Context: an optimization exercise on an open-source flow, tuned for small area and few clock cycles per item. The choices shown serve that exercise and are no tape-out recipe. The RTL was checked by simulation tests, not by an equivalence proof against the original design.

== job 7836 ==
==> flow/design.v (excerpt) <==
module yuyv_to_rgb_converter_unit (
    input  logic           i_clk,
    input  logic           i_rst_n,
    input  logic           i_yuyv_valid,
    output logic           o_yuyv_ready,
    input  logic [32:0]    i_yuyv_data,
    output logic           o_rgb_valid,
    input  logic           i_rgb_ready,
    output logic [48:0]    o_rgb_data
);
export LEC_CHECK = 0
export CAP_MARGIN = 20
export CORE_MARGIN = 2
export CORE_UTILIZATION = 60
export SLEW_MARGIN = 20
create_clock -name core_clock -period 6.5 [get_ports {i_clk}]
standard.sh (not shown) runs the stock make flow with config.mk's settings and CLKGATE_MAP_FILE= SYNTH_SCRIPT=/design/flow/synth_recipe.tcl, a recipe that flattens the netlist after the stock synthesis.
==> flow/flow/run.sh <==
#!/bin/bash
# Standard layout, with the port buffers made from plain buffers
# (sky130_fd_sc_hd__buf_1) instead of the default delay buffer cell.
set -e
export BUFFER_PORTS_ARGS="-buffer_cell sky130_fd_sc_hd__buf_1"
bash standard.sh > standard.log 2>&1
Job 7836 went all the way through synthesis, placement and routing and the layout is clean on timing, DRC and antenna.
Testbench counts of job 7836, summed over its fixed seeds: cycles 12,016, items 12,000.
### job 7836 -> job 6067
Settings: putting CTS_CLUSTER_SIZE at 30 where nothing was set; putting CTS_BUF_LIST at sky130_fd_sc_hd__clkbuf_8 where nothing was set; swapping 60 for 70 in CORE_UTILIZATION.
Ratio of final minimum period to clock period, job 7836 and job 6067: larger value in job 7836. In the reports for job 7836 and job 6067, the larger clock skew belongs to job 6067. Job 6067: no failed stages, no open violations at the end. From job 7836 to job 6067 the numbers moved as follows: placer congestion estimate went up by about 6.4%, global routing met3 resource utilization went up by 1.1 points. Going from job 7836 to job 6067, non-clock buffer share of cell area shrinks by 0.28 points.
#### Input delta (job 2305 over job 6067)
Settings: CTS_BUF_LIST removed (was sky130_fd_sc_hd__clkbuf_8); CORE_UTILIZATION changed from 70 to 40; CTS_CLUSTER_SIZE removed (was 30).
==> flow/run.sh (new file) <==
#!/bin/bash
# synth_recipe.tcl (not shown) runs the flow's synth.tcl, then flattens the netlist and writes it again
# the make line also repeats each setting of config.mk as NAME=value (left out here)
make -C /OpenROAD-flow-scripts/flow DESIGN_CONFIG=/design/flow/config.mk WORK_HOME=/design/flow/orfs CLKGATE_MAP_FILE= SYNTH_SCRIPT=/design/flow/synth_recipe.tcl finish
removed: flow/flow/run.sh
removed: flow/standard.sh
Results
- In the flow results for job 2305 and job 6067, the global-route usage is larger on job 6067.
- The run showing the greater transition time at the pin with the least slew margin is job 6067.
- Min number of rows created at floorplan across job 2305 and job 6067: job 6067
- Comparing share of the clock period used by the worst path for job 2305 and job 6067, the smaller number came from job 6067.
- The time the final worst path needs with I/O delays and setup number comes out higher for job 2305 vs job 6067.
- When job 2305 is set beside job 6067, its fraction of the core area covered by cells at the end of the flow turns out to be 31 points smaller.
- Compare job 2305 and job 6067 | detailed-route via count lower: job 2305
Relative to job 2305, the following input files were edited for job 9472:
==> flow/flow/run.sh (new file) <==
#!/bin/bash
# Standard layout, with the port buffers made from plain buffers
# (sky130_fd_sc_hd__buf_1) instead of the default delay buffer cell.
set -e
export BUFFER_PORTS_ARGS="-buffer_cell sky130_fd_sc_hd__buf_1"
bash standard.sh > standard.log 2>&1
==> flow/standard.sh (new file) <==
#!/bin/bash
# synth_recipe.tcl (not shown) runs the flow's synth.tcl, then flattens the netlist and writes it again
# the make line also repeats each setting of config.mk as NAME=value (left out here)
make -C /OpenROAD-flow-scripts/flow DESIGN_CONFIG=/design/flow/config.mk WORK_HOME=/design/flow/orfs CLKGATE_MAP_FILE= SYNTH_SCRIPT=/design/flow/synth_recipe.tcl "${@:-finish}"
removed: flow/run.sh
Results
On final worst setup slack, job 2305 loses to job 9472.
On first-pass GRT wire length: job 9472 sits below job 2305.
Between job 2305 and job 9472, the post-CTS setup repair buffer count figures differ only marginally.

==> what the ideal ports hide <==
In the flow no input, the clock included, has a driving cell. The finished layouts below were timed again as built, in two steps. Step 1, drivers: a clkbuf_16 drives i_clk and a buf_2 each remaining input, both assumed. Step 2 adds t to the input delays and takes it off the output delays; t is the mean of the earliest and latest rising clock arrival at the registers after step 1. Input paths then give back, and output paths get back, about the clock's delay inside the block. a / b / c = ideal ports / drivers / drivers and shift; a / b = the first two.
run	t (ns)	setup WS [ns]	worst setup path after step 2	latest minus earliest clock arrival (ns)	worst register clock-pin slew, ns
job 7836	0.400	0.200 / 0.200 / 0.200	register to register	0.012 / 0.011	0.07 / 0.07
job 6067	0.424	0.244 / 0.244 / 0.244	register to register	0.022 / 0.023	0.11 / 0.11
job 2305	0.417	0.189 / 0.189 / 0.189	register to register	0.013 / 0.013	0.08 / 0.08
job 9472	0.415	0.256 / 0.256 / 0.256	register to register	0.011 / 0.010	0.07 / 0.07
After both steps every run listed still meets setup and hold.
